Source: an optimization exercise on an open RTL-to-GDS flow (aim: small area, a short achievable clock period and few clock cycles). Production flows keep margins and buffers that such runs may drop. In this exercise RTL edits were held to simulation tests only and were not proved equivalent to the original. No activity file was given, so power comes from the tool's default toggle rates.

==> design/flow/design.v <==
`timescale 1ns/1ps
module qm_merge_engine (
    input  logic [31:0] f,        
    output logic [31:0] row_nz,   
    input  logic [31:0] row_oh,   
    output logic [31:0] row,      
    input  logic [4:0]  cmask,    
    input  logic [31:0] cval_oh,  
    output logic        ess       
);
    wire t1 = f[0] & f[1];
    wire t2 = f[2] & f[3];
    wire t3 = f[4] & f[5];
    wire t4 = f[6] & f[7];
    wire t5 = f[8] & f[9];
    wire t6 = f[10] & f[11];
    wire t7 = f[12] & f[13];
    wire t8 = f[14] & f[15];
    wire t9 = f[16] & f[17];
    wire t10 = f[18] & f[19];
    wire t11 = f[20] & f[21];
    wire t12 = f[22] & f[23];
    wire t13 = f[24] & f[25];
    wire t14 = f[26] & f[27];
    wire t15 = f[28] & f[29];
    wire t16 = f[30] & f[31];
    wire t17 = f[0] & f[2];
    wire t18 = f[1] & f[3];
    wire t19 = f[4] & f[6];
    wire t20 = f[5] & f[7];
    wire t21 = f[8] & f[10];
    wire t22 = f[9] & f[11];
    wire t23 = f[12] & f[14];
    wire t24 = f[13] & f[15];
    wire t25 = f[16] & f[18];
    wire t26 = f[17] & f[19];
    wire t27 = f[20] & f[22];
    wire t28 = f[21] & f[23];
    wire t29 = f[24] & f[26];
    wire t30 = f[25] & f[27];
    wire t31 = f[28] & f[30];
    wire t32 = f[29] & f[31];
    wire t33 = t17 & t18;
    wire t34 = t19 & t20;
    wire t35 = t21 & t22;
    wire t36 = t23 & t24;
    wire t37 = t25 & t26;
    wire t38 = t27 & t28;
    wire t39 = t29 & t30;
    wire t40 = t31 & t32;
    wire t41 = f[0] & f[4];
    wire t42 = f[1] & f[5];
    wire t43 = f[2] & f[6];
    wire t44 = f[3] & f[7];
    wire t45 = f[8] & f[12];
    wire t46 = f[9] & f[13];
    wire t47 = f[10] & f[14];
    wire t48 = f[11] & f[15];
    wire t49 = f[16] & f[20];
    wire t50 = f[17] & f[21];
    wire t51 = f[18] & f[22];
    wire t52 = f[19] & f[23];
    wire t53 = f[24] & f[28];
    wire t54 = f[25] & f[29];
    wire t55 = f[26] & f[30];
    wire t56 = f[27] & f[31];
    wire t57 = t41 & t42;
    wire t58 = t43 & t44;
    wire t59 = t45 & t46;
    wire t60 = t47 & t48;
    wire t61 = t49 & t50;
    wire t62 = t51 & t52;
    wire t63 = t53 & t54;
    wire t64 = t55 & t56;
    wire t65 = t41 & t43;
    wire t66 = t42 & t44;
    wire t67 = t45 & t47;
    wire t68 = t46 & t48;
    wire t69 = t49 & t51;
    wire t70 = t50 & t52;
    wire t71 = t53 & t55;
    wire t72 = t54 & t56;
    wire t73 = t65 & t66;
    wire t74 = t67 & t68;
    wire t75 = t69 & t70;
    wire t76 = t71 & t72;
    wire t77 = f[0] & f[8];
    wire t78 = f[1] & f[9];
    wire t79 = f[2] & f[10];
    wire t80 = f[3] & f[11];
    wire t81 = f[4] & f[12];
    wire t82 = f[5] & f[13];
    wire t83 = f[6] & f[14];
    wire t84 = f[7] & f[15];
    wire t85 = f[16] & f[24];
    wire t86 = f[17] & f[25];
    wire t87 = f[18] & f[26];
    wire t88 = f[19] & f[27];
    wire t89 = f[20] & f[28];
    wire t90 = f[21] & f[29];
    wire t91 = f[22] & f[30];
    wire t92 = f[23] & f[31];
    wire t93 = t77 & t78;
    wire t94 = t79 & t80;
    wire t95 = t81 & t82;
    wire t96 = t83 & t84;
    wire t97 = t85 & t86;
    wire t98 = t87 & t88;
    wire t99 = t89 & t90;
    wire t100 = t91 & t92;
    wire t101 = t77 & t79;
    wire t102 = t78 & t80;
    wire t103 = t81 & t83;
    wire t104 = t82 & t84;
    wire t105 = t85 & t87;
    wire t106 = t86 & t88;
    wire t107 = t89 & t91;
    wire t108 = t90 & t92;
    wire t109 = t101 & t102;
    wire t110 = t103 & t104;
    wire t111 = t105 & t106;
    wire t112 = t107 & t108;
    wire t113 = t77 & t81;
    wire t114 = t78 & t82;
    wire t115 = t79 & t83;
    wire t116 = t80 & t84;
    wire t117 = t85 & t89;
    wire t118 = t86 & t90;
    wire t119 = t87 & t91;
    wire t120 = t88 & t92;
    wire t121 = t113 & t114;
    wire t122 = t115 & t116;
    wire t123 = t117 & t118;
    wire t124 = t119 & t120;
    wire t125 = t113 & t115;
    wire t126 = t114 & t116;
    wire t127 = t117 & t119;
    wire t128 = t118 & t120;
    wire t129 = t125 & t126;
    wire t130 = t127 & t128;
    wire t131 = f[0] & f[16];
    wire t132 = f[1] & f[17];
    wire t133 = f[2] & f[18];
    wire t134 = f[3] & f[19];
    wire t135 = f[4] & f[20];
    wire t136 = f[5] & f[21];
    wire t137 = f[6] & f[22];
    wire t138 = f[7] & f[23];
    wire t139 = f[8] & f[24];
    wire t140 = f[9] & f[25];
    wire t141 = f[10] & f[26];
    wire t142 = f[11] & f[27];
    wire t143 = f[12] & f[28];
    wire t144 = f[13] & f[29];
    wire t145 = f[14] & f[30];
    wire t146 = f[15] & f[31];
    wire t147 = t131 & t132;
    wire t148 = t133 & t134;
    wire t149 = t135 & t136;
    wire t150 = t137 & t138;
    wire t151 = t139 & t140;
    wire t152 = t141 & t142;
    wire t153 = t143 & t144;
    wire t154 = t145 & t146;
    wire t155 = t131 & t133;
    wire t156 = t132 & t134;
    wire t157 = t135 & t137;
    wire t158 = t136 & t138;
    wire t159 = t139 & t141;
    wire t160 = t140 & t142;
    wire t161 = t143 & t145;
    wire t162 = t144 & t146;
    wire t163 = t155 & t156;
    wire t164 = t157 & t158;
    wire t165 = t159 & t160;
    wire t166 = t161 & t162;
    wire t167 = t131 & t135;
    wire t168 = t132 & t136;
    wire t169 = t133 & t137;
    wire t170 = t134 & t138;
    wire t171 = t139 & t143;
    wire t172 = t140 & t144;
    wire t173 = t141 & t145;
    wire t174 = t142 & t146;
    wire t175 = t167 & t168;
    wire t176 = t169 & t170;
    wire t177 = t171 & t172;
    wire t178 = t173 & t174;
    wire t179 = t167 & t169;
    wire t180 = t168 & t170;
    wire t181 = t171 & t173;
    wire t182 = t172 & t174;
    wire t183 = t179 & t180;
    wire t184 = t181 & t182;
    wire t185 = t131 & t139;
    wire t186 = t132 & t140;
    wire t187 = t133 & t141;
    wire t188 = t134 & t142;
    wire t189 = t135 & t143;
    wire t190 = t136 & t144;
    wire t191 = t137 & t145;
    wire t192 = t138 & t146;
    wire t193 = t185 & t186;
    wire t194 = t187 & t188;
    wire t195 = t189 & t190;
    wire t196 = t191 & t192;
    wire t197 = t185 & t187;
    wire t198 = t186 & t188;
    wire t199 = t189 & t191;
    wire t200 = t190 & t192;
    wire t201 = t197 & t198;
    wire t202 = t199 & t200;
    wire t203 = t185 & t189;
    wire t204 = t186 & t190;
    wire t205 = t187 & t191;
    wire t206 = t188 & t192;
    wire t207 = t203 & t204;
    wire t208 = t205 & t206;
    wire t209 = t203 & t205;
    wire t210 = t204 & t206;
    wire t211 = t209 & t210;
    wire t212 = f[0] & ~(f[1] | f[2] | f[4] | f[8] | f[16]);
    wire t213 = f[1] & ~(f[0] | f[3] | f[5] | f[9] | f[17]);
    wire t214 = f[2] & ~(f[3] | f[0] | f[6] | f[10] | f[18]);
    wire t215 = f[3] & ~(f[2] | f[1] | f[7] | f[11] | f[19]);
    wire t216 = f[4] & ~(f[5] | f[6] | f[0] | f[12] | f[20]);
    wire t217 = f[5] & ~(f[4] | f[7] | f[1] | f[13] | f[21]);
    wire t218 = f[6] & ~(f[7] | f[4] | f[2] | f[14] | f[22]);
    wire t219 = f[7] & ~(f[6] | f[5] | f[3] | f[15] | f[23]);
    wire t220 = f[8] & ~(f[9] | f[10] | f[12] | f[0] | f[24]);
    wire t221 = f[9] & ~(f[8] | f[11] | f[13] | f[1] | f[25]);
    wire t222 = f[10] & ~(f[11] | f[8] | f[14] | f[2] | f[26]);
    wire t223 = f[11] & ~(f[10] | f[9] | f[15] | f[3] | f[27]);
    wire t224 = f[12] & ~(f[13] | f[14] | f[8] | f[4] | f[28]);
    wire t225 = f[13] & ~(f[12] | f[15] | f[9] | f[5] | f[29]);
    wire t226 = f[14] & ~(f[15] | f[12] | f[10] | f[6] | f[30]);
    wire t227 = f[15] & ~(f[14] | f[13] | f[11] | f[7] | f[31]);
    wire t228 = f[16] & ~(f[17] | f[18] | f[20] | f[24] | f[0]);
    wire t229 = f[17] & ~(f[16] | f[19] | f[21] | f[25] | f[1]);
    wire t230 = f[18] & ~(f[19] | f[16] | f[22] | f[26] | f[2]);
    wire t231 = f[19] & ~(f[18] | f[17] | f[23] | f[27] | f[3]);
    wire t232 = f[20] & ~(f[21] | f[22] | f[16] | f[28] | f[4]);
    wire t233 = f[21] & ~(f[20] | f[23] | f[17] | f[29] | f[5]);
    wire t234 = f[22] & ~(f[23] | f[20] | f[18] | f[30] | f[6]);
    wire t235 = f[23] & ~(f[22] | f[21] | f[19] | f[31] | f[7]);
    wire t236 = f[24] & ~(f[25] | f[26] | f[28] | f[16] | f[8]);
    wire t237 = f[25] & ~(f[24] | f[27] | f[29] | f[17] | f[9]);
    wire t238 = f[26] & ~(f[27] | f[24] | f[30] | f[18] | f[10]);
    wire t239 = f[27] & ~(f[26] | f[25] | f[31] | f[19] | f[11]);
    wire t240 = f[28] & ~(f[29] | f[30] | f[24] | f[20] | f[12]);
    wire t241 = f[29] & ~(f[28] | f[31] | f[25] | f[21] | f[13]);
    wire t242 = f[30] & ~(f[31] | f[28] | f[26] | f[22] | f[14]);
    wire t243 = f[31] & ~(f[30] | f[29] | f[27] | f[23] | f[15]);
    wire t244 = t1 & ~(t2 | t3 | t5 | t9);
    wire t245 = t2 & ~(t1 | t4 | t6 | t10);
    wire t246 = t3 & ~(t4 | t1 | t7 | t11);
    wire t247 = t4 & ~(t3 | t2 | t8 | t12);
    wire t248 = t5 & ~(t6 | t7 | t1 | t13);
    wire t249 = t6 & ~(t5 | t8 | t2 | t14);
    wire t250 = t7 & ~(t8 | t5 | t3 | t15);
    wire t251 = t8 & ~(t7 | t6 | t4 | t16);
    wire t252 = t9 & ~(t10 | t11 | t13 | t1);
    wire t253 = t10 & ~(t9 | t12 | t14 | t2);
    wire t254 = t11 & ~(t12 | t9 | t15 | t3);
    wire t255 = t12 & ~(t11 | t10 | t16 | t4);
    wire t256 = t13 & ~(t14 | t15 | t9 | t5);
    wire t257 = t14 & ~(t13 | t16 | t10 | t6);
    wire t258 = t15 & ~(t16 | t13 | t11 | t7);
    wire t259 = t16 & ~(t15 | t14 | t12 | t8);
    wire t260 = t17 & ~(t18 | t19 | t21 | t25);
    wire t261 = t18 & ~(t17 | t20 | t22 | t26);
    wire t262 = t19 & ~(t20 | t17 | t23 | t27);
    wire t263 = t20 & ~(t19 | t18 | t24 | t28);
    wire t264 = t21 & ~(t22 | t23 | t17 | t29);
    wire t265 = t22 & ~(t21 | t24 | t18 | t30);
    wire t266 = t23 & ~(t24 | t21 | t19 | t31);
    wire t267 = t24 & ~(t23 | t22 | t20 | t32);
    wire t268 = t25 & ~(t26 | t27 | t29 | t17);
    wire t269 = t26 & ~(t25 | t28 | t30 | t18);
    wire t270 = t27 & ~(t28 | t25 | t31 | t19);
    wire t271 = t28 & ~(t27 | t26 | t32 | t20);
    wire t272 = t29 & ~(t30 | t31 | t25 | t21);
    wire t273 = t30 & ~(t29 | t32 | t26 | t22);
    wire t274 = t31 & ~(t32 | t29 | t27 | t23);
    wire t275 = t32 & ~(t31 | t30 | t28 | t24);
    wire t276 = t33 & ~(t34 | t35 | t37);
    wire t277 = t34 & ~(t33 | t36 | t38);
    wire t278 = t35 & ~(t36 | t33 | t39);
    wire t279 = t36 & ~(t35 | t34 | t40);
    wire t280 = t37 & ~(t38 | t39 | t33);
    wire t281 = t38 & ~(t37 | t40 | t34);
    wire t282 = t39 & ~(t40 | t37 | t35);
    wire t283 = t40 & ~(t39 | t38 | t36);
    wire t284 = t41 & ~(t42 | t43 | t45 | t49);
    wire t285 = t42 & ~(t41 | t44 | t46 | t50);
    wire t286 = t43 & ~(t44 | t41 | t47 | t51);
    wire t287 = t44 & ~(t43 | t42 | t48 | t52);
    wire t288 = t45 & ~(t46 | t47 | t41 | t53);
    wire t289 = t46 & ~(t45 | t48 | t42 | t54);
    wire t290 = t47 & ~(t48 | t45 | t43 | t55);
    wire t291 = t48 & ~(t47 | t46 | t44 | t56);
    wire t292 = t49 & ~(t50 | t51 | t53 | t41);
    wire t293 = t50 & ~(t49 | t52 | t54 | t42);
    wire t294 = t51 & ~(t52 | t49 | t55 | t43);
    wire t295 = t52 & ~(t51 | t50 | t56 | t44);
    wire t296 = t53 & ~(t54 | t55 | t49 | t45);
    wire t297 = t54 & ~(t53 | t56 | t50 | t46);
    wire t298 = t55 & ~(t56 | t53 | t51 | t47);
    wire t299 = t56 & ~(t55 | t54 | t52 | t48);
    wire t300 = t57 & ~(t58 | t59 | t61);
    wire t301 = t58 & ~(t57 | t60 | t62);
    wire t302 = t59 & ~(t60 | t57 | t63);
    wire t303 = t60 & ~(t59 | t58 | t64);
    wire t304 = t61 & ~(t62 | t63 | t57);
    wire t305 = t62 & ~(t61 | t64 | t58);
    wire t306 = t63 & ~(t64 | t61 | t59);
    wire t307 = t64 & ~(t63 | t62 | t60);
    wire t308 = t65 & ~(t66 | t67 | t69);
    wire t309 = t66 & ~(t65 | t68 | t70);
    wire t310 = t67 & ~(t68 | t65 | t71);
    wire t311 = t68 & ~(t67 | t66 | t72);
    wire t312 = t69 & ~(t70 | t71 | t65);
    wire t313 = t70 & ~(t69 | t72 | t66);
    wire t314 = t71 & ~(t72 | t69 | t67);
    wire t315 = t72 & ~(t71 | t70 | t68);
    wire t316 = t73 & ~(t74 | t75);
    wire t317 = t74 & ~(t73 | t76);
    wire t318 = t75 & ~(t76 | t73);
    wire t319 = t76 & ~(t75 | t74);
    wire t320 = t77 & ~(t78 | t79 | t81 | t85);
    wire t321 = t78 & ~(t77 | t80 | t82 | t86);
    wire t322 = t79 & ~(t80 | t77 | t83 | t87);
    wire t323 = t80 & ~(t79 | t78 | t84 | t88);
    wire t324 = t81 & ~(t82 | t83 | t77 | t89);
    wire t325 = t82 & ~(t81 | t84 | t78 | t90);
    wire t326 = t83 & ~(t84 | t81 | t79 | t91);
    wire t327 = t84 & ~(t83 | t82 | t80 | t92);
    wire t328 = t85 & ~(t86 | t87 | t89 | t77);
    wire t329 = t86 & ~(t85 | t88 | t90 | t78);
    wire t330 = t87 & ~(t88 | t85 | t91 | t79);
    wire t331 = t88 & ~(t87 | t86 | t92 | t80);
    wire t332 = t89 & ~(t90 | t91 | t85 | t81);
    wire t333 = t90 & ~(t89 | t92 | t86 | t82);
    wire t334 = t91 & ~(t92 | t89 | t87 | t83);
    wire t335 = t92 & ~(t91 | t90 | t88 | t84);
    wire t336 = t93 & ~(t94 | t95 | t97);
    wire t337 = t94 & ~(t93 | t96 | t98);
    wire t338 = t95 & ~(t96 | t93 | t99);
    wire t339 = t96 & ~(t95 | t94 | t100);
    wire t340 = t97 & ~(t98 | t99 | t93);
    wire t341 = t98 & ~(t97 | t100 | t94);
    wire t342 = t99 & ~(t100 | t97 | t95);
    wire t343 = t100 & ~(t99 | t98 | t96);
    wire t344 = t101 & ~(t102 | t103 | t105);
    wire t345 = t102 & ~(t101 | t104 | t106);
    wire t346 = t103 & ~(t104 | t101 | t107);
    wire t347 = t104 & ~(t103 | t102 | t108);
    wire t348 = t105 & ~(t106 | t107 | t101);
    wire t349 = t106 & ~(t105 | t108 | t102);
    wire t350 = t107 & ~(t108 | t105 | t103);
    wire t351 = t108 & ~(t107 | t106 | t104);
    wire t352 = t109 & ~(t110 | t111);
    wire t353 = t110 & ~(t109 | t112);
    wire t354 = t111 & ~(t112 | t109);
    wire t355 = t112 & ~(t111 | t110);
    wire t356 = t113 & ~(t114 | t115 | t117);
    wire t357 = t114 & ~(t113 | t116 | t118);
    wire t358 = t115 & ~(t116 | t113 | t119);
    wire t359 = t116 & ~(t115 | t114 | t120);
    wire t360 = t117 & ~(t118 | t119 | t113);
    wire t361 = t118 & ~(t117 | t120 | t114);
    wire t362 = t119 & ~(t120 | t117 | t115);
    wire t363 = t120 & ~(t119 | t118 | t116);
    wire t364 = t121 & ~(t122 | t123);
    wire t365 = t122 & ~(t121 | t124);
    wire t366 = t123 & ~(t124 | t121);
    wire t367 = t124 & ~(t123 | t122);
    wire t368 = t125 & ~(t126 | t127);
    wire t369 = t126 & ~(t125 | t128);
    wire t370 = t127 & ~(t128 | t125);
    wire t371 = t128 & ~(t127 | t126);
    wire t372 = t129 & ~(t130);
    wire t373 = t130 & ~(t129);
    wire t374 = t131 & ~(t132 | t133 | t135 | t139);
    wire t375 = t132 & ~(t131 | t134 | t136 | t140);
    wire t376 = t133 & ~(t134 | t131 | t137 | t141);
    wire t377 = t134 & ~(t133 | t132 | t138 | t142);
    wire t378 = t135 & ~(t136 | t137 | t131 | t143);
    wire t379 = t136 & ~(t135 | t138 | t132 | t144);
    wire t380 = t137 & ~(t138 | t135 | t133 | t145);
    wire t381 = t138 & ~(t137 | t136 | t134 | t146);
    wire t382 = t139 & ~(t140 | t141 | t143 | t131);
    wire t383 = t140 & ~(t139 | t142 | t144 | t132);
    wire t384 = t141 & ~(t142 | t139 | t145 | t133);
    wire t385 = t142 & ~(t141 | t140 | t146 | t134);
    wire t386 = t143 & ~(t144 | t145 | t139 | t135);
    wire t387 = t144 & ~(t143 | t146 | t140 | t136);
    wire t388 = t145 & ~(t146 | t143 | t141 | t137);
    wire t389 = t146 & ~(t145 | t144 | t142 | t138);
    wire t390 = t147 & ~(t148 | t149 | t151);
    wire t391 = t148 & ~(t147 | t150 | t152);
    wire t392 = t149 & ~(t150 | t147 | t153);
    wire t393 = t150 & ~(t149 | t148 | t154);
    wire t394 = t151 & ~(t152 | t153 | t147);
    wire t395 = t152 & ~(t151 | t154 | t148);
    wire t396 = t153 & ~(t154 | t151 | t149);
    wire t397 = t154 & ~(t153 | t152 | t150);
    wire t398 = t155 & ~(t156 | t157 | t159);
    wire t399 = t156 & ~(t155 | t158 | t160);
    wire t400 = t157 & ~(t158 | t155 | t161);
    wire t401 = t158 & ~(t157 | t156 | t162);
    wire t402 = t159 & ~(t160 | t161 | t155);
    wire t403 = t160 & ~(t159 | t162 | t156);
    wire t404 = t161 & ~(t162 | t159 | t157);
    wire t405 = t162 & ~(t161 | t160 | t158);
    wire t406 = t163 & ~(t164 | t165);
    wire t407 = t164 & ~(t163 | t166);
    wire t408 = t165 & ~(t166 | t163);
    wire t409 = t166 & ~(t165 | t164);
    wire t410 = t167 & ~(t168 | t169 | t171);
    wire t411 = t168 & ~(t167 | t170 | t172);
    wire t412 = t169 & ~(t170 | t167 | t173);
    wire t413 = t170 & ~(t169 | t168 | t174);
    wire t414 = t171 & ~(t172 | t173 | t167);
    wire t415 = t172 & ~(t171 | t174 | t168);
    wire t416 = t173 & ~(t174 | t171 | t169);
    wire t417 = t174 & ~(t173 | t172 | t170);
    wire t418 = t175 & ~(t176 | t177);
    wire t419 = t176 & ~(t175 | t178);
    wire t420 = t177 & ~(t178 | t175);
    wire t421 = t178 & ~(t177 | t176);
    wire t422 = t179 & ~(t180 | t181);
    wire t423 = t180 & ~(t179 | t182);
    wire t424 = t181 & ~(t182 | t179);
    wire t425 = t182 & ~(t181 | t180);
    wire t426 = t183 & ~(t184);
    wire t427 = t184 & ~(t183);
    wire t428 = t185 & ~(t186 | t187 | t189);
    wire t429 = t186 & ~(t185 | t188 | t190);
    wire t430 = t187 & ~(t188 | t185 | t191);
    wire t431 = t188 & ~(t187 | t186 | t192);
    wire t432 = t189 & ~(t190 | t191 | t185);
    wire t433 = t190 & ~(t189 | t192 | t186);
    wire t434 = t191 & ~(t192 | t189 | t187);
    wire t435 = t192 & ~(t191 | t190 | t188);
    wire t436 = t193 & ~(t194 | t195);
    wire t437 = t194 & ~(t193 | t196);
    wire t438 = t195 & ~(t196 | t193);
    wire t439 = t196 & ~(t195 | t194);
    wire t440 = t197 & ~(t198 | t199);
    wire t441 = t198 & ~(t197 | t200);
    wire t442 = t199 & ~(t200 | t197);
    wire t443 = t200 & ~(t199 | t198);
    wire t444 = t201 & ~(t202);
    wire t445 = t202 & ~(t201);
    wire t446 = t203 & ~(t204 | t205);
    wire t447 = t204 & ~(t203 | t206);
    wire t448 = t205 & ~(t206 | t203);
    wire t449 = t206 & ~(t205 | t204);
    wire t450 = t207 & ~(t208);
    wire t451 = t208 & ~(t207);
    wire t452 = t209 & ~(t210);
    wire t453 = t210 & ~(t209);
    assign row_nz[0] = t212 | t213 | t214 | t215 | t216 | t217 | t218 | t219 | t220 | t221 | t222 | t223 | t224 | t225 | t226 | t227 | t228 | t229 | t230 | t231 | t232 | t233 | t234 | t235 | t236 | t237 | t238 | t239 | t240 | t241 | t242 | t243;
    assign row_nz[1] = t244 | t245 | t246 | t247 | t248 | t249 | t250 | t251 | t252 | t253 | t254 | t255 | t256 | t257 | t258 | t259;
    assign row_nz[2] = t260 | t261 | t262 | t263 | t264 | t265 | t266 | t267 | t268 | t269 | t270 | t271 | t272 | t273 | t274 | t275;
    assign row_nz[3] = t276 | t277 | t278 | t279 | t280 | t281 | t282 | t283;
    assign row_nz[4] = t284 | t285 | t286 | t287 | t288 | t289 | t290 | t291 | t292 | t293 | t294 | t295 | t296 | t297 | t298 | t299;
    assign row_nz[5] = t300 | t301 | t302 | t303 | t304 | t305 | t306 | t307;
    assign row_nz[6] = t308 | t309 | t310 | t311 | t312 | t313 | t314 | t315;
    assign row_nz[7] = t316 | t317 | t318 | t319;
    assign row_nz[8] = t320 | t321 | t322 | t323 | t324 | t325 | t326 | t327 | t328 | t329 | t330 | t331 | t332 | t333 | t334 | t335;
    assign row_nz[9] = t336 | t337 | t338 | t339 | t340 | t341 | t342 | t343;
    assign row_nz[10] = t344 | t345 | t346 | t347 | t348 | t349 | t350 | t351;
    assign row_nz[11] = t352 | t353 | t354 | t355;
    assign row_nz[12] = t356 | t357 | t358 | t359 | t360 | t361 | t362 | t363;
    assign row_nz[13] = t364 | t365 | t366 | t367;
    assign row_nz[14] = t368 | t369 | t370 | t371;
    assign row_nz[15] = t372 | t373;
    assign row_nz[16] = t374 | t375 | t376 | t377 | t378 | t379 | t380 | t381 | t382 | t383 | t384 | t385 | t386 | t387 | t388 | t389;
    assign row_nz[17] = t390 | t391 | t392 | t393 | t394 | t395 | t396 | t397;
    assign row_nz[18] = t398 | t399 | t400 | t401 | t402 | t403 | t404 | t405;
    assign row_nz[19] = t406 | t407 | t408 | t409;
    assign row_nz[20] = t410 | t411 | t412 | t413 | t414 | t415 | t416 | t417;
    assign row_nz[21] = t418 | t419 | t420 | t421;
    assign row_nz[22] = t422 | t423 | t424 | t425;
    assign row_nz[23] = t426 | t427;
    assign row_nz[24] = t428 | t429 | t430 | t431 | t432 | t433 | t434 | t435;
    assign row_nz[25] = t436 | t437 | t438 | t439;
    assign row_nz[26] = t440 | t441 | t442 | t443;
    assign row_nz[27] = t444 | t445;
    assign row_nz[28] = t446 | t447 | t448 | t449;
    assign row_nz[29] = t450 | t451;
    assign row_nz[30] = t452 | t453;
    assign row_nz[31] = t211;
    assign row[0] = (row_oh[0] & t212) | (row_oh[1] & t244) | (row_oh[2] & t260) | (row_oh[3] & t276) | (row_oh[4] & t284) | (row_oh[5] & t300) | (row_oh[6] & t308) | (row_oh[7] & t316) | (row_oh[8] & t320) | (row_oh[9] & t336) | (row_oh[10] & t344) | (row_oh[11] & t352) | (row_oh[12] & t356) | (row_oh[13] & t364) | (row_oh[14] & t368) | (row_oh[15] & t372) | (row_oh[16] & t374) | (row_oh[17] & t390) | (row_oh[18] & t398) | (row_oh[19] & t406) | (row_oh[20] & t410) | (row_oh[21] & t418) | (row_oh[22] & t422) | (row_oh[23] & t426) | (row_oh[24] & t428) | (row_oh[25] & t436) | (row_oh[26] & t440) | (row_oh[27] & t444) | (row_oh[28] & t446) | (row_oh[29] & t450) | (row_oh[30] & t452) | (row_oh[31] & t211);
    assign row[1] = (row_oh[0] & t213) | (row_oh[2] & t261) | (row_oh[4] & t285) | (row_oh[6] & t309) | (row_oh[8] & t321) | (row_oh[10] & t345) | (row_oh[12] & t357) | (row_oh[14] & t369) | (row_oh[16] & t375) | (row_oh[18] & t399) | (row_oh[20] & t411) | (row_oh[22] & t423) | (row_oh[24] & t429) | (row_oh[26] & t441) | (row_oh[28] & t447) | (row_oh[30] & t453);
    assign row[2] = (row_oh[0] & t214) | (row_oh[1] & t245) | (row_oh[4] & t286) | (row_oh[5] & t301) | (row_oh[8] & t322) | (row_oh[9] & t337) | (row_oh[12] & t358) | (row_oh[13] & t365) | (row_oh[16] & t376) | (row_oh[17] & t391) | (row_oh[20] & t412) | (row_oh[21] & t419) | (row_oh[24] & t430) | (row_oh[25] & t437) | (row_oh[28] & t448) | (row_oh[29] & t451);
    assign row[3] = (row_oh[0] & t215) | (row_oh[4] & t287) | (row_oh[8] & t323) | (row_oh[12] & t359) | (row_oh[16] & t377) | (row_oh[20] & t413) | (row_oh[24] & t431) | (row_oh[28] & t449);
    assign row[4] = (row_oh[0] & t216) | (row_oh[1] & t246) | (row_oh[2] & t262) | (row_oh[3] & t277) | (row_oh[8] & t324) | (row_oh[9] & t338) | (row_oh[10] & t346) | (row_oh[11] & t353) | (row_oh[16] & t378) | (row_oh[17] & t392) | (row_oh[18] & t400) | (row_oh[19] & t407) | (row_oh[24] & t432) | (row_oh[25] & t438) | (row_oh[26] & t442) | (row_oh[27] & t445);
    assign row[5] = (row_oh[0] & t217) | (row_oh[2] & t263) | (row_oh[8] & t325) | (row_oh[10] & t347) | (row_oh[16] & t379) | (row_oh[18] & t401) | (row_oh[24] & t433) | (row_oh[26] & t443);
    assign row[6] = (row_oh[0] & t218) | (row_oh[1] & t247) | (row_oh[8] & t326) | (row_oh[9] & t339) | (row_oh[16] & t380) | (row_oh[17] & t393) | (row_oh[24] & t434) | (row_oh[25] & t439);
    assign row[7] = (row_oh[0] & t219) | (row_oh[8] & t327) | (row_oh[16] & t381) | (row_oh[24] & t435);
    assign row[8] = (row_oh[0] & t220) | (row_oh[1] & t248) | (row_oh[2] & t264) | (row_oh[3] & t278) | (row_oh[4] & t288) | (row_oh[5] & t302) | (row_oh[6] & t310) | (row_oh[7] & t317) | (row_oh[16] & t382) | (row_oh[17] & t394) | (row_oh[18] & t402) | (row_oh[19] & t408) | (row_oh[20] & t414) | (row_oh[21] & t420) | (row_oh[22] & t424) | (row_oh[23] & t427);
    assign row[9] = (row_oh[0] & t221) | (row_oh[2] & t265) | (row_oh[4] & t289) | (row_oh[6] & t311) | (row_oh[16] & t383) | (row_oh[18] & t403) | (row_oh[20] & t415) | (row_oh[22] & t425);
    assign row[10] = (row_oh[0] & t222) | (row_oh[1] & t249) | (row_oh[4] & t290) | (row_oh[5] & t303) | (row_oh[16] & t384) | (row_oh[17] & t395) | (row_oh[20] & t416) | (row_oh[21] & t421);
    assign row[11] = (row_oh[0] & t223) | (row_oh[4] & t291) | (row_oh[16] & t385) | (row_oh[20] & t417);
    assign row[12] = (row_oh[0] & t224) | (row_oh[1] & t250) | (row_oh[2] & t266) | (row_oh[3] & t279) | (row_oh[16] & t386) | (row_oh[17] & t396) | (row_oh[18] & t404) | (row_oh[19] & t409);
    assign row[13] = (row_oh[0] & t225) | (row_oh[2] & t267) | (row_oh[16] & t387) | (row_oh[18] & t405);
    assign row[14] = (row_oh[0] & t226) | (row_oh[1] & t251) | (row_oh[16] & t388) | (row_oh[17] & t397);
    assign row[15] = (row_oh[0] & t227) | (row_oh[16] & t389);
    assign row[16] = (row_oh[0] & t228) | (row_oh[1] & t252) | (row_oh[2] & t268) | (row_oh[3] & t280) | (row_oh[4] & t292) | (row_oh[5] & t304) | (row_oh[6] & t312) | (row_oh[7] & t318) | (row_oh[8] & t328) | (row_oh[9] & t340) | (row_oh[10] & t348) | (row_oh[11] & t354) | (row_oh[12] & t360) | (row_oh[13] & t366) | (row_oh[14] & t370) | (row_oh[15] & t373);
    assign row[17] = (row_oh[0] & t229) | (row_oh[2] & t269) | (row_oh[4] & t293) | (row_oh[6] & t313) | (row_oh[8] & t329) | (row_oh[10] & t349) | (row_oh[12] & t361) | (row_oh[14] & t371);
    assign row[18] = (row_oh[0] & t230) | (row_oh[1] & t253) | (row_oh[4] & t294) | (row_oh[5] & t305) | (row_oh[8] & t330) | (row_oh[9] & t341) | (row_oh[12] & t362) | (row_oh[13] & t367);
    assign row[19] = (row_oh[0] & t231) | (row_oh[4] & t295) | (row_oh[8] & t331) | (row_oh[12] & t363);
    assign row[20] = (row_oh[0] & t232) | (row_oh[1] & t254) | (row_oh[2] & t270) | (row_oh[3] & t281) | (row_oh[8] & t332) | (row_oh[9] & t342) | (row_oh[10] & t350) | (row_oh[11] & t355);
    assign row[21] = (row_oh[0] & t233) | (row_oh[2] & t271) | (row_oh[8] & t333) | (row_oh[10] & t351);
    assign row[22] = (row_oh[0] & t234) | (row_oh[1] & t255) | (row_oh[8] & t334) | (row_oh[9] & t343);
    assign row[23] = (row_oh[0] & t235) | (row_oh[8] & t335);
    assign row[24] = (row_oh[0] & t236) | (row_oh[1] & t256) | (row_oh[2] & t272) | (row_oh[3] & t282) | (row_oh[4] & t296) | (row_oh[5] & t306) | (row_oh[6] & t314) | (row_oh[7] & t319);
    assign row[25] = (row_oh[0] & t237) | (row_oh[2] & t273) | (row_oh[4] & t297) | (row_oh[6] & t315);
    assign row[26] = (row_oh[0] & t238) | (row_oh[1] & t257) | (row_oh[4] & t298) | (row_oh[5] & t307);
    assign row[27] = (row_oh[0] & t239) | (row_oh[4] & t299);
    assign row[28] = (row_oh[0] & t240) | (row_oh[1] & t258) | (row_oh[2] & t274) | (row_oh[3] & t283);
    assign row[29] = (row_oh[0] & t241) | (row_oh[2] & t275);
    assign row[30] = (row_oh[0] & t242) | (row_oh[1] & t259);
    assign row[31] = (row_oh[0] & t243);
    wire z0 = (cmask[0] | ~f[1]) & (cmask[1] | ~f[2]) & (cmask[2] | ~f[4]) & (cmask[3] | ~f[8]) & (cmask[4] | ~f[16]);
    wire z1 = (cmask[0] | ~f[0]) & (cmask[1] | ~f[3]) & (cmask[2] | ~f[5]) & (cmask[3] | ~f[9]) & (cmask[4] | ~f[17]);
    wire z2 = (cmask[0] | ~f[3]) & (cmask[1] | ~f[0]) & (cmask[2] | ~f[6]) & (cmask[3] | ~f[10]) & (cmask[4] | ~f[18]);
    wire z3 = (cmask[0] | ~f[2]) & (cmask[1] | ~f[1]) & (cmask[2] | ~f[7]) & (cmask[3] | ~f[11]) & (cmask[4] | ~f[19]);
    wire z4 = (cmask[0] | ~f[5]) & (cmask[1] | ~f[6]) & (cmask[2] | ~f[0]) & (cmask[3] | ~f[12]) & (cmask[4] | ~f[20]);
    wire z5 = (cmask[0] | ~f[4]) & (cmask[1] | ~f[7]) & (cmask[2] | ~f[1]) & (cmask[3] | ~f[13]) & (cmask[4] | ~f[21]);
    wire z6 = (cmask[0] | ~f[7]) & (cmask[1] | ~f[4]) & (cmask[2] | ~f[2]) & (cmask[3] | ~f[14]) & (cmask[4] | ~f[22]);
    wire z7 = (cmask[0] | ~f[6]) & (cmask[1] | ~f[5]) & (cmask[2] | ~f[3]) & (cmask[3] | ~f[15]) & (cmask[4] | ~f[23]);
    wire z8 = (cmask[0] | ~f[9]) & (cmask[1] | ~f[10]) & (cmask[2] | ~f[12]) & (cmask[3] | ~f[0]) & (cmask[4] | ~f[24]);
    wire z9 = (cmask[0] | ~f[8]) & (cmask[1] | ~f[11]) & (cmask[2] | ~f[13]) & (cmask[3] | ~f[1]) & (cmask[4] | ~f[25]);
    wire z10 = (cmask[0] | ~f[11]) & (cmask[1] | ~f[8]) & (cmask[2] | ~f[14]) & (cmask[3] | ~f[2]) & (cmask[4] | ~f[26]);
    wire z11 = (cmask[0] | ~f[10]) & (cmask[1] | ~f[9]) & (cmask[2] | ~f[15]) & (cmask[3] | ~f[3]) & (cmask[4] | ~f[27]);
    wire z12 = (cmask[0] | ~f[13]) & (cmask[1] | ~f[14]) & (cmask[2] | ~f[8]) & (cmask[3] | ~f[4]) & (cmask[4] | ~f[28]);
    wire z13 = (cmask[0] | ~f[12]) & (cmask[1] | ~f[15]) & (cmask[2] | ~f[9]) & (cmask[3] | ~f[5]) & (cmask[4] | ~f[29]);
    wire z14 = (cmask[0] | ~f[15]) & (cmask[1] | ~f[12]) & (cmask[2] | ~f[10]) & (cmask[3] | ~f[6]) & (cmask[4] | ~f[30]);
    wire z15 = (cmask[0] | ~f[14]) & (cmask[1] | ~f[13]) & (cmask[2] | ~f[11]) & (cmask[3] | ~f[7]) & (cmask[4] | ~f[31]);
    wire z16 = (cmask[0] | ~f[17]) & (cmask[1] | ~f[18]) & (cmask[2] | ~f[20]) & (cmask[3] | ~f[24]) & (cmask[4] | ~f[0]);
    wire z17 = (cmask[0] | ~f[16]) & (cmask[1] | ~f[19]) & (cmask[2] | ~f[21]) & (cmask[3] | ~f[25]) & (cmask[4] | ~f[1]);
    wire z18 = (cmask[0] | ~f[19]) & (cmask[1] | ~f[16]) & (cmask[2] | ~f[22]) & (cmask[3] | ~f[26]) & (cmask[4] | ~f[2]);
    wire z19 = (cmask[0] | ~f[18]) & (cmask[1] | ~f[17]) & (cmask[2] | ~f[23]) & (cmask[3] | ~f[27]) & (cmask[4] | ~f[3]);
    wire z20 = (cmask[0] | ~f[21]) & (cmask[1] | ~f[22]) & (cmask[2] | ~f[16]) & (cmask[3] | ~f[28]) & (cmask[4] | ~f[4]);
    wire z21 = (cmask[0] | ~f[20]) & (cmask[1] | ~f[23]) & (cmask[2] | ~f[17]) & (cmask[3] | ~f[29]) & (cmask[4] | ~f[5]);
    wire z22 = (cmask[0] | ~f[23]) & (cmask[1] | ~f[20]) & (cmask[2] | ~f[18]) & (cmask[3] | ~f[30]) & (cmask[4] | ~f[6]);
    wire z23 = (cmask[0] | ~f[22]) & (cmask[1] | ~f[21]) & (cmask[2] | ~f[19]) & (cmask[3] | ~f[31]) & (cmask[4] | ~f[7]);
    wire z24 = (cmask[0] | ~f[25]) & (cmask[1] | ~f[26]) & (cmask[2] | ~f[28]) & (cmask[3] | ~f[16]) & (cmask[4] | ~f[8]);
    wire z25 = (cmask[0] | ~f[24]) & (cmask[1] | ~f[27]) & (cmask[2] | ~f[29]) & (cmask[3] | ~f[17]) & (cmask[4] | ~f[9]);
    wire z26 = (cmask[0] | ~f[27]) & (cmask[1] | ~f[24]) & (cmask[2] | ~f[30]) & (cmask[3] | ~f[18]) & (cmask[4] | ~f[10]);
    wire z27 = (cmask[0] | ~f[26]) & (cmask[1] | ~f[25]) & (cmask[2] | ~f[31]) & (cmask[3] | ~f[19]) & (cmask[4] | ~f[11]);
    wire z28 = (cmask[0] | ~f[29]) & (cmask[1] | ~f[30]) & (cmask[2] | ~f[24]) & (cmask[3] | ~f[20]) & (cmask[4] | ~f[12]);
    wire z29 = (cmask[0] | ~f[28]) & (cmask[1] | ~f[31]) & (cmask[2] | ~f[25]) & (cmask[3] | ~f[21]) & (cmask[4] | ~f[13]);
    wire z30 = (cmask[0] | ~f[31]) & (cmask[1] | ~f[28]) & (cmask[2] | ~f[26]) & (cmask[3] | ~f[22]) & (cmask[4] | ~f[14]);
    wire z31 = (cmask[0] | ~f[30]) & (cmask[1] | ~f[29]) & (cmask[2] | ~f[27]) & (cmask[3] | ~f[23]) & (cmask[4] | ~f[15]);
    wire t454 = z0 | (cmask[0] & z1);
    wire t455 = z2 | (cmask[0] & z3);
    wire t456 = z4 | (cmask[0] & z5);
    wire t457 = z6 | (cmask[0] & z7);
    wire t458 = z8 | (cmask[0] & z9);
    wire t459 = z10 | (cmask[0] & z11);
    wire t460 = z12 | (cmask[0] & z13);
    wire t461 = z14 | (cmask[0] & z15);
    wire t462 = z16 | (cmask[0] & z17);
    wire t463 = z18 | (cmask[0] & z19);
    wire t464 = z20 | (cmask[0] & z21);
    wire t465 = z22 | (cmask[0] & z23);
    wire t466 = z24 | (cmask[0] & z25);
    wire t467 = z26 | (cmask[0] & z27);
    wire t468 = z28 | (cmask[0] & z29);
    wire t469 = z30 | (cmask[0] & z31);
    wire t470 = t454 | (cmask[1] & t455);
    wire t471 = z1 | (cmask[1] & z3);
    wire t472 = t456 | (cmask[1] & t457);
    wire t473 = z5 | (cmask[1] & z7);
    wire t474 = t458 | (cmask[1] & t459);
    wire t475 = z9 | (cmask[1] & z11);
    wire t476 = t460 | (cmask[1] & t461);
    wire t477 = z13 | (cmask[1] & z15);
    wire t478 = t462 | (cmask[1] & t463);
    wire t479 = z17 | (cmask[1] & z19);
    wire t480 = t464 | (cmask[1] & t465);
    wire t481 = z21 | (cmask[1] & z23);
    wire t482 = t466 | (cmask[1] & t467);
    wire t483 = z25 | (cmask[1] & z27);
    wire t484 = t468 | (cmask[1] & t469);
    wire t485 = z29 | (cmask[1] & z31);
    wire t486 = t470 | (cmask[2] & t472);
    wire t487 = t471 | (cmask[2] & t473);
    wire t488 = t455 | (cmask[2] & t457);
    wire t489 = z3 | (cmask[2] & z7);
    wire t490 = t474 | (cmask[2] & t476);
    wire t491 = t475 | (cmask[2] & t477);
    wire t492 = t459 | (cmask[2] & t461);
    wire t493 = z11 | (cmask[2] & z15);
    wire t494 = t478 | (cmask[2] & t480);
    wire t495 = t479 | (cmask[2] & t481);
    wire t496 = t463 | (cmask[2] & t465);
    wire t497 = z19 | (cmask[2] & z23);
    wire t498 = t482 | (cmask[2] & t484);
    wire t499 = t483 | (cmask[2] & t485);
    wire t500 = t467 | (cmask[2] & t469);
    wire t501 = z27 | (cmask[2] & z31);
    wire t502 = t486 | (cmask[3] & t490);
    wire t503 = t487 | (cmask[3] & t491);
    wire t504 = t488 | (cmask[3] & t492);
    wire t505 = t489 | (cmask[3] & t493);
    wire t506 = t472 | (cmask[3] & t476);
    wire t507 = t473 | (cmask[3] & t477);
    wire t508 = t457 | (cmask[3] & t461);
    wire t509 = z7 | (cmask[3] & z15);
    wire t510 = t494 | (cmask[3] & t498);
    wire t511 = t495 | (cmask[3] & t499);
    wire t512 = t496 | (cmask[3] & t500);
    wire t513 = t497 | (cmask[3] & t501);
    wire t514 = t480 | (cmask[3] & t484);
    wire t515 = t481 | (cmask[3] & t485);
    wire t516 = t465 | (cmask[3] & t469);
    wire t517 = z23 | (cmask[3] & z31);
    wire t518 = t502 | (cmask[4] & t510);
    wire t519 = t503 | (cmask[4] & t511);
    wire t520 = t504 | (cmask[4] & t512);
    wire t521 = t505 | (cmask[4] & t513);
    wire t522 = t506 | (cmask[4] & t514);
    wire t523 = t507 | (cmask[4] & t515);
    wire t524 = t508 | (cmask[4] & t516);
    wire t525 = t509 | (cmask[4] & t517);
    wire t526 = t490 | (cmask[4] & t498);
    wire t527 = t491 | (cmask[4] & t499);
    wire t528 = t492 | (cmask[4] & t500);
    wire t529 = t493 | (cmask[4] & t501);
    wire t530 = t476 | (cmask[4] & t484);
    wire t531 = t477 | (cmask[4] & t485);
    wire t532 = t461 | (cmask[4] & t469);
    wire t533 = z15 | (cmask[4] & z31);
    assign ess = (cval_oh[0] & t518) | (cval_oh[1] & t519) | (cval_oh[2] & t520) | (cval_oh[3] & t521) | (cval_oh[4] & t522) | (cval_oh[5] & t523) | (cval_oh[6] & t524) | (cval_oh[7] & t525) | (cval_oh[8] & t526) | (cval_oh[9] & t527) | (cval_oh[10] & t528) | (cval_oh[11] & t529) | (cval_oh[12] & t530) | (cval_oh[13] & t531) | (cval_oh[14] & t532) | (cval_oh[15] & t533) | (cval_oh[16] & t510) | (cval_oh[17] & t511) | (cval_oh[18] & t512) | (cval_oh[19] & t513) | (cval_oh[20] & t514) | (cval_oh[21] & t515) | (cval_oh[22] & t516) | (cval_oh[23] & t517) | (cval_oh[24] & t498) | (cval_oh[25] & t499) | (cval_oh[26] & t500) | (cval_oh[27] & t501) | (cval_oh[28] & t484) | (cval_oh[29] & t485) | (cval_oh[30] & t469) | (cval_oh[31] & z31);
endmodule
`timescale 1ns/1ps
module qm_top (
    input  logic        clk,
    input  logic        rst_n,
    input  logic        psel,
    input  logic        penable,
    input  logic        pwrite,
    input  logic [11:0] paddr,
    input  logic [31:0] pwdata,
    output logic [31:0] prdata,
    output logic        pready,
    output logic        pslverr
);
    function automatic logic [31:0] lowest(input logic [31:0] x);
        logic [31:0] p;
        p = x;
        for (int s = 0; s < 5; s++) begin
            for (int i = 0; i < 32; i++) begin
                if ((i >> s) & 1) p[i] = p[i] | p[((i >> s) << s) - 1];
            end
        end
        lowest = x & ~{p[30:0], 1'b0};
    endfunction
    function automatic logic [4:0] enc(input logic [31:0] oh);
        enc = '0;
        for (int i = 0; i < 32; i++) begin
            if (oh[i]) enc = enc | 5'(i);
        end
    endfunction
    logic setup, access;
    logic a_onset, a_ctrl, a_status, a_result, mapped;
    logic [4:0] k;
    assign setup    = psel & ~penable;
    assign access   = psel & penable;
    assign a_onset  = (paddr == 12'h000);
    assign a_ctrl   = (paddr == 12'h004);
    assign a_status = (paddr == 12'h008);
    assign a_result = (paddr[11:7] == 5'b00010) && (paddr[1:0] == 2'b00);
    assign mapped   = a_onset | a_ctrl | a_status | a_result;
    assign k        = paddr[6:2];
    logic [31:0] onset, spec, run_onset;
    logic        busy, busy_q, pend, done;
    logic        chg;
    logic [1:0]  stab;
    logic        prep_ok;
    assign spec = (psel && pwrite && a_onset) ? pwdata : onset;
    assign chg  = ~busy & ((setup & pwrite & a_onset) | busy_q);
    always_ff @(posedge clk) begin
        if (!rst_n) begin
            onset <= '0;
        end else if (access && pwrite && a_onset) begin
            onset <= pwdata;
        end
        if (!busy) begin
            run_onset <= spec;
        end
    end
    logic [31:0] row_nz_c;            
    logic [31:0] rowbits;             
    logic [4:0]  mcur;                
    logic [31:0] rr;                  
    logic [31:0] src_oh, row_c;
    logic [31:0] v_oh, rest;
    logic [4:0]  v;
    logic        ess;
    logic        prepping, go_q;
    logic        start_now, step, first, ins, last, any;
    logic [5:0]  prime_cnt, ess_cnt, pc_inc, ec_inc;
    logic [3:0]  age_lo;              
    logic [7:0]  age_hi;              
    qm_merge_engine i_engine (
        .f      (run_onset),
        .row_nz (row_nz_c),
        .row_oh (src_oh),
        .row    (row_c),
        .cmask  (mcur),
        .cval_oh(v_oh),
        .ess    (ess)
    );
    assign prepping = (~busy | pend) & ~prep_ok;
    assign src_oh = lowest(rr);
    assign v_oh = lowest(rowbits);
    assign v    = enc(v_oh);
    assign rest = rowbits & ~v_oh;
    assign any  = |rowbits;
    assign last = (rest == '0) && (rr == '0);
    always_ff @(posedge clk) begin
        go_q <= rst_n & setup & pwrite & a_ctrl & pwdata[0];
    end
    assign start_now = go_q & ~busy;
    assign step      = (start_now & prep_ok) | (busy & ~pend) | (pend & prep_ok);
    assign first     = step & ~(busy & ~pend);
    assign ins       = step & any;
    assign pc_inc = prime_cnt + 6'd1;
    assign ec_inc = ess_cnt + 6'd1;
    always_ff @(posedge clk) begin
        if (step) begin
            if (rest == '0) begin
                rowbits <= row_c;
                mcur    <= enc(src_oh);
                rr      <= rr & ~src_oh;
            end else begin
                rowbits <= rest;
            end
        end else if (prepping) begin
            if (stab == 2'd0) begin
                rr      <= row_nz_c;
            end else begin
                rowbits <= row_c;
                mcur    <= enc(src_oh);
                rr      <= rr & ~src_oh;
            end
        end
        if (first & ins) begin
            age_lo <= 4'b0001;
            age_hi <= 8'b0000_0001;
        end else begin
            age_lo <= {age_lo[2:0], age_lo[3]};
            if (age_lo[3]) age_hi <= {age_hi[6:0], age_hi[7]};
        end
    end
    always_ff @(posedge clk) begin
        if (!rst_n) begin
            busy      <= 1'b0;
            busy_q    <= 1'b0;
            pend      <= 1'b0;
            done      <= 1'b0;
            stab      <= 2'd0;
            prime_cnt <= '0;
            ess_cnt   <= '0;
        end else begin
            busy_q <= busy;
            if ((!busy || pend) && !chg) begin
                stab <= (stab == 2'd2) ? 2'd2 : stab + 2'd1;
            end else begin
                stab <= 2'd0;
            end
            if (start_now) begin
                busy <= 1'b1;
                done <= 1'b0;
                pend <= ~prep_ok;
            end
            if (step) begin
                prime_cnt <= first ? {5'd0, ins} : pc_inc;
                if (first)           ess_cnt <= {5'd0, ins & ess};
                else if (ins && ess) ess_cnt <= ec_inc;
                pend      <= 1'b0;
                if (!any || last) begin
                    busy <= 1'b0;
                    done <= 1'b1;
                end else begin
                    busy <= 1'b1;
                    done <= 1'b0;
                end
            end
        end
    end
    assign prep_ok = (stab == 2'd2);
    logic [10:0] ring [32];
    always_ff @(posedge clk) begin
        ring[0] <= ins ? {ess, mcur, v} : ring[31];
        for (int j = 1; j < 32; j++) begin
            ring[j] <= ring[j-1];
        end
    end
    logic        rd_onset, rd_status, err_q;
    logic [10:0] rd_q;
    logic [10:0] rword;
    logic [3:0]  k_lo_oh, lo_oh;
    logic [7:0]  k_hi_oh, hi0_oh, hi_oh;
    logic        lo_borrow;
    logic [10:0] grp [8];
    always_comb begin
        for (int i = 0; i < 4; i++) k_lo_oh[i] = (k[1:0] == 2'(i));
        for (int i = 0; i < 8; i++) k_hi_oh[i] = (k[4:2] == 3'(i));
        lo_borrow = 1'b0;
        for (int a = 0; a < 4; a++) lo_borrow = lo_borrow | (age_lo[a] & (k[1:0] > 2'(a)));
        for (int l = 0; l < 4; l++) begin
            lo_oh[l] = 1'b0;
            for (int a = 0; a < 4; a++) lo_oh[l] = lo_oh[l] | (age_lo[a] & k_lo_oh[(a - l + 4) % 4]);
        end
        for (int h = 0; h < 8; h++) begin
            hi0_oh[h] = 1'b0;
            for (int a = 0; a < 8; a++) hi0_oh[h] = hi0_oh[h] | (age_hi[a] & k_hi_oh[(a - h + 8) % 8]);
        end
        for (int h = 0; h < 8; h++) hi_oh[h] = lo_borrow ? hi0_oh[(h + 1) % 8] : hi0_oh[h];
        for (int h = 0; h < 8; h++) begin
            grp[h] = '0;
            for (int l = 0; l < 4; l++) grp[h] = grp[h] | (lo_oh[l] ? ring[4*h + l] : 11'd0);
        end
        rword = '0;
        for (int h = 0; h < 8; h++) rword = rword | (hi_oh[h] ? grp[h] : 11'd0);
    end
    always_ff @(posedge clk) begin
        rd_q      <= (~pwrite & a_result & ({1'b0, k} < prime_cnt)) ? rword : 11'd0;
        rd_onset  <= ~pwrite & a_onset;
        rd_status <= ~pwrite & a_status;
        err_q     <= ~mapped | (pwrite & (a_status | a_result));
    end
    always_comb begin
        prdata = {15'd0, rd_q[10], 3'd0, rd_q[9:5], 3'd0, rd_q[4:0]};
        if (rd_onset)  prdata = prdata | onset;
        if (rd_status) prdata = prdata | {10'd0, ess_cnt, 2'd0, prime_cnt, 6'd0, done, busy};
    end
    assign pready  = 1'b1;
    assign pslverr = err_q;
endmodule
==> design/flow/flow/run.sh <==
#!/bin/bash
# Standard ORFS flow, with timing repair aiming past the clock target and
# plain buffers on the ports.
set -euo pipefail
bash standard.sh SETUP_SLACK_MARGIN=8 'BUFFER_PORTS_ARGS=-buffer_cell sky130_fd_sc_hd__buf_2' finish > standard.log 2>&1
==> design/flow/standard.sh <==
#!/bin/bash
# synth_recipe.tcl (not shown) runs the flow's synth.tcl, then flattens the netlist and writes it again
# the make line also repeats each setting of config.mk as NAME=value (left out here)
make -C /OpenROAD-flow-scripts/flow DESIGN_CONFIG=/design/flow/config.mk WORK_HOME=/design/flow/orfs CLKGATE_MAP_FILE= SYNTH_SCRIPT=/design/flow/synth_recipe.tcl "${@:-finish}"
==> design/flow/config.mk <==
export PLATFORM = sky130hd
export DESIGN_NAME = qm_top
export DESIGN_NICKNAME = qm_top
export VERILOG_FILES = /design/flow/design.v
export SDC_FILE = /design/flow/constraint.sdc
export NUM_CORES = 8
export LEC_CHECK = 0
export ABC_AREA = 1
export CAP_MARGIN = 30
export CORE_MARGIN = 2
export CORE_UTILIZATION = 50
export SLEW_MARGIN = 20
==> design/flow/constraint.sdc <==
create_clock -name core_clock -period 12.0 [get_ports {clk}]
set_input_delay 2.4000 -clock core_clock [delete_from_list [all_inputs] [get_ports {clk}]]
set_output_delay 2.4000 -clock core_clock [all_outputs]
set_load 0.01 [all_outputs]
==> results of run 1 <==
cell usage after synthesis (3+ instances only):
master,n
a211oi_1,16
a21oi_1,130
a221oi_1,21
a22oi_1,99
a31o_2,9
a31oi_1,45
a41oi_1,16
and2_1,3
and3_1,3
buf_1,21
buf_2,8
buf_6,6
clkbuf_1,110
clkinv_1,5
dfxtp_1,429
edfxtp_1,101
ha_1,19
inv_1,436
inv_2,7
nand2_1,938
nand2_2,9
nand3_1,156
nand3b_1,6
nand4_1,105
nor2_1,398
nor2_2,7
nor3_1,164
nor3b_1,7
nor4_1,66
nor4b_1,3
o2111ai_1,11
o211ai_1,7
o21ai_0,173
o21ai_1,15
o21bai_1,7
o221ai_1,3
o22ai_1,52
o31ai_1,3
or3_1,12
or4_1,4
xnor2_1,4
xor2_1,3
cell type report:
class                   count  area share (%)
diodes                      2          0.0165
clock buffers              66            4.92
clock inverters            32            1.44
inverters                 448            5.69
multi-input cells        2542            42.1
flip-flops and latches    530            38.4
well taps                 680            2.81
repair buffers            174            4.64
repair inverters            1          0.0165
metrics by stage:
step	worst slack, ns	utilization, %	hold slack [ns]	instance area, µm²
2_1_floorplan	7.84	-	0.331	26400
3_3_place_gp	6.56	52.8	0.334	27200
3_5_place_dp	6.33	52.8	0.335	27200
4_1_cts	7.93	57.3	0.340	29600
5_1_grt	7.89	58.7	0.341	30300
6_report	7.95	58.7	0.347	30300
timing repair:
item                                    4_1_cts  5_1_grt
buffers inserted                             17       35
gates cloned                                  4        6
endpoints found under the setup margin      126      139
resized for setup                            38       99
endpoints found under the hold margin         0        0
pin swaps                                     6       19
worst max-delay path, delay by kind of cell:
family / cells / cell delay (ns)
simple gates: 4 / 0.50
compound gates: 5 / 0.81
buf+inv: 3 / 0.79
cells in the final DEF, fill, tap and decap left out, types with 12 or more instances in the layout:
cell type / netlist / layout
nand2_1: 938 / 932
inv_1: 436 / 422
buf_12: 0 / 12
o21ai_1: 15 / 73
buf_4: 1 / 70
a221oi_1: 21 / 13
o21ai_0: 173 / 103
ha_1: 19 / 19
inv_2: 7 / 15
nor3_1: 164 / 154
clkbuf_16: 0 / 60
nand3_1: 156 / 150
o22ai_1: 52 / 52
nand4_1: 105 / 105
nor4_1: 66 / 64
nor2_1: 398 / 392
dfxtp_1: 429 / 427
a31oi_1: 45 / 45
a21oi_1: 130 / 128
a211oi_1: 16 / 16
a41oi_1: 16 / 16
or3_1: 12 / 12
edfxtp_1: 101 / 101
buf_2: 8 / 81
nand2_2: 9 / 12
a22oi_1: 99 / 96
kinds of logic (layout without fill, tap and decap cells):
family          Yosys count  in the layout  synth area share [%]
buf+inv                 594            721                  8.73
simple gates           1889           1893                  31.1
other cells               1              3                0.0143
compound gates          621            621                  14.7
fa+ha+maj                19             19                 0.907
xor+xnor                  7              7                 0.234
mux                       1              1                0.0382
flops                   530            530                  44.3
power by group:
part	switching, mW	internal (mW)
registers	0.0568	1.89
logic	0.483	0.171
clock network	0.746	1.06
path summary, 6_finish.rpt:
| check | slack, ns | end |
|---|---|---|
| worst max-delay path | 7.95 | rd_q[3] |
| worst max register to register | 7.99 | rowbits[2] |
| worst min-delay path | 0.35 | ring[12][10] |
| worst min register to register | 0.35 | ring[12][10] |
registers in the layout, indices dropped and copies added, names as in the netlist, 2 cells and up:
register / count
age_hi: 8
prime_cnt: 6
rr: 32
rd_q: 11
stab: 2
rowbits: 32
mcur: 5
onset: 32
age_lo: 4
ring: 352
ess_cnt: 6
run_onset: 32
routing by layer:
layer	up-vias	wire length [µm]
li1	12547	-
met1	13110	41700
met2	1563	48500
met3	412	9650
met4	2	7320
met5	-	13
==> results.py, run 1 <==
metrics = {
    "outcome": {
        "outcome": "no timing/DRC/antenna violations",
    },
    "detailed_routing": {
        "vias": 27634,
        "drc_errors": 0,
        "vias_per_cell": 6.18,
        "drt_first_pass_iters": 9,
        "routed_wl_um": 107000,
        "drt-initial-drc-count": 3343,
        "wire_per_inst_um": 24.0,
        "final_antenna_net_count": 0,
    },
    "yosys": {
        "ys_async_sr_fraction_pct": 0,
        "ys_warn_count": 3,
        "yosysSeqAreaShare_pct": 44.3,
        "synth_nets": 3730,
        "synth_area_um2": 26200,
        "syn_inst": 3662,
        "avgSynthCellArea_um2": 7.16,
        "synthFlopType": "dfxtp_1",
        "synth_top_area_cell": "dfxtp_1",
        "synth_area_leaders": "dfxtp_1 (33%), nand2_1 (13%), edfxtp_1 (12%)",
        "synth_top_area_share_pct": 32.8,
        "yosysUniqueCellTypes": 64,
        "ys_ff_latch": 530,
        "synth_edf_count": 101,
    },
    "job": {
        "maxCapViolCount": 0,
    },
    "setup_path": {
        "reg2reg_from": "run_onset[1]",
        "crit_path_max_fanout": 59,
        "cp.required_ns": 12.53,
        "path_class": "in -> reg",
        "worst_ep_arrival_time_ns": 4.58,
        "path_cells": "buf_2 > nand2_2 > o22ai_1 > a21oi_1 > o21a_1 > inv_4 > buf_12 > nand2_1 > and3_1 > o21ai_0 > nor3_2 > a41oi_1",
        "slowest_delay_ns": 0.31,
        "cp-start-kind": "primary input",
        "startpoint": "paddr[3]",
        "end_kind": "register",
        "crit_path_top_delay_cell": "buf_12",
        "ff2ff_path_depth": 13,
    },
    "clocking": {
        "cts-root-buf": "clkbuf_16",
        "clock-sinks": 530,
        "cts_tree": "yes",
        "path_clk_slew_ns": 0.07,
        "cts_hold_buf": 0,
        "clkLatencyLatePin_ns": 0.62,
        "htreeDepth": 2,
        "numCtsBuffers": 54,
        "clk_path_buf_depth": 3,
    },
    "place": {
        "placed_cells": 4313,
        "routabilityCongestion": 1.02,
        "portBuffers": 81,
        "dpl.hpwl_um": 74500,
    },
    "global_routing": {
        "grt_max_degree": 88,
        "grt_first_pass_wirelength_um": 158000,
        "overflow": 0,
        "grt.met1_usage_pct": 48.5,
        "antenna_found_initial": 5,
        "gr-usage-all-layers_pct": 38.3,
        "top_usage_layer": "met2",
        "grt_pass1_vias": 26145,
        "grt_use_met2_pct": 60.9,
        "use_met3_pct": 7.35,
    },
    "sta": {
        "min_period_ns": 4.05,
        "fmax_ghz": 0.247,
        "drv_slew": 0,
        "tightest_slew_ns": 1.10,
        "finClkSkew_ns": 0.0178,
        "setup_viol": 0,
        "tns_ns": 0,
        "slew_headroom_pct": 25.6,
        "rsz0062_at_grt": "yes",
        "post-route-period-util_pct": 33.8,
        "finalHoldViolCount": 0,
    },
    "die": {
        "core_um2": 51600,
        "die_x_um": 233,
        "dieArea_um2": 54300,
        "die_height_um": 233,
        "io_pins": 83,
        "core.rowCount": 83,
        "initial_core_util_pct": 50.8,
    },
    "finish": {
        "fin_cells": 4475,
        "syn2layout_area_growth_pct": 15.5,
        "nFillCells": 4671,
        "multi_input_area_um2": 12700,
        "final_nets": 3819,
        "register_area_um2": 11600,
        "drive_gt1_share_pct": 10.2,
    },
    "worst_hold_path": {
        "min-delay-start": "ring[11][10]",
        "hold_path_depth": 0,
        "min_path_type": "reg -> reg",
    },
    "power": {
        "power_leakage_nw": 12.7,
        "finalPower_mw": 4.41,
        "ir_drop_mv": 0.161,
        "power_density_nw_per_um2": 146,
    },
}
Testbench counts, summed over its fixed seeds: cycles 7,828.
==> run 2, diff against run 1 <==
--- a/design/flow/config.mk
+++ b/design/flow/config.mk
@@ -8,5 +8,5 @@
 export ABC_AREA = 1
 export CAP_MARGIN = 30
 export CORE_MARGIN = 2
-export CORE_UTILIZATION = 50
+export CORE_UTILIZATION = 40
 export SLEW_MARGIN = 20
==> run 2 against run 1 <==
Effect of this change: via count is 3.3% lower; hold slack lost 0.061 ns; synthesized cell count stayed put; final cell count increased by 4.2%; non-clock buffer count rose by 18; register-to-register slack better by 0.11 ns; sequential share of layout area down 0.58 points; first-iteration DRC count is 8.8% lower; worst setup slack gained 0.052 ns.
==> results.py, run 2 <==
metrics = {
    "setup_path": {
        "crit_path_max_fanout": 4,
        "ff2ff_path_depth": 17,
        "cp-start-kind": "register",
        "path_class": "reg -> out",
        "r2r-end": "rowbits[0]",
        "worst_ep_arrival_time_ns": 1.60,
        "end_kind": "output port",
        "cp.required_ns": 9.60,
        "r2r_slack_ns": 8.10,
        "reg2reg_from": "run_onset[6]",
    },
    "finish": {
        "multi_input_area_um2": 12800,
        "nFillCells": 6593,
        "final_nets": 3835,
        "layout_common_cells": "nand2_1 (933), dfxtp_1 (427), inv_1 (421)",
        "drive_gt1_share_pct": 10.8,
        "largest_reg_flops": 352,
        "largest_register": "ring",
        "layout_commonest_cell": "nand2_1",
        "syn2layout_area_growth_pct": 17.3,
        "diodes": 0,
        "register_area_um2": 11600,
    },
    "worst_hold_path": {
        "min-delay-start": "ring[25][7]",
        "min_to": "ring[26][7]",
        "hold_path_depth": 0,
        "min_path_type": "reg -> reg",
    },
    "yosys": {
        "ys_async_sr_fraction_pct": 0,
        "avgSynthCellArea_um2": 7.16,
        "yosysUniqueCellTypes": 64,
        "synth_edf_count": 101,
        "synth_area_um2": 26200,
        "synth_area_leaders": "dfxtp_1 (33%), nand2_1 (13%), edfxtp_1 (12%)",
        "yosysMostFrequentCell": "nand2_1",
        "synth_nets": 3730,
        "yosysSeqAreaShare_pct": 44.3,
        "synthFlopType": "dfxtp_1",
        "synth_top_area_share_pct": 32.8,
        "ys_ff_latch": 530,
        "synth_common_cells": "nand2_1 (938), inv_1 (436), dfxtp_1 (429)",
        "syn_inst": 3662,
        "synth_top_area_cell": "dfxtp_1",
        "ys_warn_count": 3,
    },
    "die": {
        "io_pins": 83,
        "initial_core_util_pct": 40.6,
        "core.rowCount": 93,
        "die_height_um": 260,
        "core_um2": 64600,
        "dieArea_um2": 67600,
        "die_x_um": 260,
    },
    "power": {
        "power_leakage_nw": 12.9,
        "ir_drop_mv": 0.167,
        "finalPower_mw": 4.36,
        "power_density_nw_per_um2": 142,
    },
    "clocking": {
        "cts_tree": "yes",
        "clock-sinks": 530,
        "cts-root-buf": "clkbuf_16",
        "numCtsBuffers": 54,
        "clk_path_buf_depth": 3,
        "htreeDepth": 2,
        "path_clk_slew_ns": 0.08,
        "clkLatencyLatePin_ns": 0.65,
    },
    "sta": {
        "slew_headroom_pct": 38.2,
        "min_period_ns": 4.00,
        "drv_slew": 0,
        "rsz0062_at_grt": "yes",
        "finalHoldViolCount": 0,
        "setup_viol": 0,
        "tns_ns": 0,
        "post-route-period-util_pct": 33.3,
        "finClkSkew_ns": 0.0638,
        "tightest_slew_ns": 0.927,
        "fmax_ghz": 0.250,
    },
    "global_routing": {
        "antenna_found_initial": 2,
        "overflow": 0,
        "grt_first_pass_wirelength_um": 155000,
        "gr-usage-all-layers_pct": 30.1,
        "grt_pass1_vias": 25263,
        "grt_max_degree": 83,
    },
    "detailed_routing": {
        "drt_first_pass_iters": 9,
        "final_antenna_net_count": 0,
        "routed_wl_um": 105000,
        "met1_length_um": 43100,
        "vias": 26727,
        "drt-initial-drc-count": 3048,
        "routed-wl-met3_um": 8880,
        "dr_wl_met2_um": 47000,
        "wire_per_inst_um": 22.5,
        "drc_errors": 0,
        "routed.top_layer": "met5",
        "vias_per_cell": 5.73,
    },
    "place": {
        "routabilityCongestion": 1.02,
        "dpl.hpwl_um": 73200,
        "portBuffers": 81,
    },
    "outcome": {
        "outcome": "no timing/DRC/antenna violations",
    },
    "job": {
        "maxCapViolCount": 0,
    },
}
[run 2: cell counts after synthesis]
Identical to the previous run, type by type.
[run 2: logic make-up (layout without fill, tap and decap cells)]
logic type | count (synthesis) | count (layout) | synth area share [%]
DFF | 530 | 530 | 44.3
and+or+nand+nor | 1889 | 1891 | 31.1
buffers and inverters | 594 | 738 | 8.73
muxes | 1 | 1 | 0.0382
other | 1 | 1 | 0.0143
adders and majority gates | 19 | 19 | 0.907
xor gates and xnor gates | 7 | 7 | 0.234
AOI/OAI and AO/OA | 621 | 621 | 14.7
[run 2: layout make-up]
type,count,area share [%]
timing repair buffer,192,5.27
clock buffer,76,5.16
clock inverter,21,0.855
inverter,448,5.75
tap,855,3.48
timing repair inverter,1,0.0163
multi-input combinational,2540,41.6
sequential,530,37.8
[run 2: what timing repair did]
| item | 4_1_cts | 5_1_grt |
|---|---|---|
| buffers inserted | 25 | 37 |
| setup endpoints to repair | 125 | 184 |
| hold buffers | 0 | 0 |
| hold endpoints to repair | 0 | 0 |
| resized for setup | 59 | 106 |
| gates cloned | 4 | 4 |
| pin swaps | 6 | 17 |
[run 2: worst max-delay path, cell delays in order, from the launching register on]
cell	delay, ns
dfxtp_4	0.38
clkinvlp_4	0.09
buf_4	0.18
o21ai_4	0.15
buf_2	0.15
[run 2: worst max path at each step]
stage	start	end	slack (ns)	cells after the start
floorplan	paddr[7]	run_onset[0]	7.84	11
global placement	paddr[7]	onset[24]	6.35	13
detailed placement	paddr[7]	onset[18]	6.31	13
CTS	paddr[6]	rd_q[5]	7.97	13
global route	rd_status	prdata[12]	7.98	4
finish	rd_status	prdata[8]	8.00	4
[run 2: power by group]
| group | internal [mW] | switching (mW) |
|---|---|---|
| logic | 0.180 | 0.502 |
| clock network | 0.992 | 0.745 |
| registers | 1.89 | 0.0485 |
| total | 3.06 | 1.30 |
[run 2: routing by layer]
layer | up-vias | track usage, %
met4 | 2 | 14.9
met5 | - | 0
met2 | 1305 | 48.0
met3 | 334 | 5.76
li1 | 12578 | -
met1 | 12508 | 38.8
[run 2: metrics by stage]
stage | setup slack (ns) | instance area (µm²) | utilization (%) | hold slack (ns) | instances
floorplan | 7.84 | 26400 | - | 0.331 | 3662
global placement | 6.35 | 27500 | 42.6 | 0.333 | 4494
detailed placement | 6.31 | 27500 | 42.6 | 0.335 | 4495
CTS | 7.97 | 30000 | 46.4 | 0.292 | 4621
global route | 7.98 | 30700 | 47.6 | 0.303 | 4663
finish | 8.00 | 30700 | 47.6 | 0.286 | 4663

[afterwards: timing with drivers on the ports]
The results above use ideal ports. As a check the final layouts listed here were re-extracted and re-timed, cells and wires unchanged.
Step 1 assumes that a clkbuf_16 drives the clock port and a buf_2 every other input.
Step 2 adds t to the input delays and takes it off the output delays; t is the mean of the earliest and latest rising clock arrival at the registers after step 1. Input paths then give back, and output paths get back, about the clock's delay inside the block.
Slacks: ideal ports / drivers / drivers and shift; pairs: ideal ports / drivers.
run | t (ns) | setup WS [ns] | worst hold slack (ns) | clock arrival spread, ns | cell pins on the clock port's net
run 1 | 0.671 | 7.946 / 7.939 / 7.314 | 0.347 / 0.347 / 0.347 | 0.019 / 0.018 | 1
run 2 | 0.682 | 7.998 / 7.934 / 7.449 | 0.286 / 0.286 / 0.286 | 0.064 / 0.064 | 1
After both steps setup and hold are still met in every run listed. For run 1, which loses most, drivers alone change the setup slack by -0.007 ns; drivers and shift together by -0.632 ns.
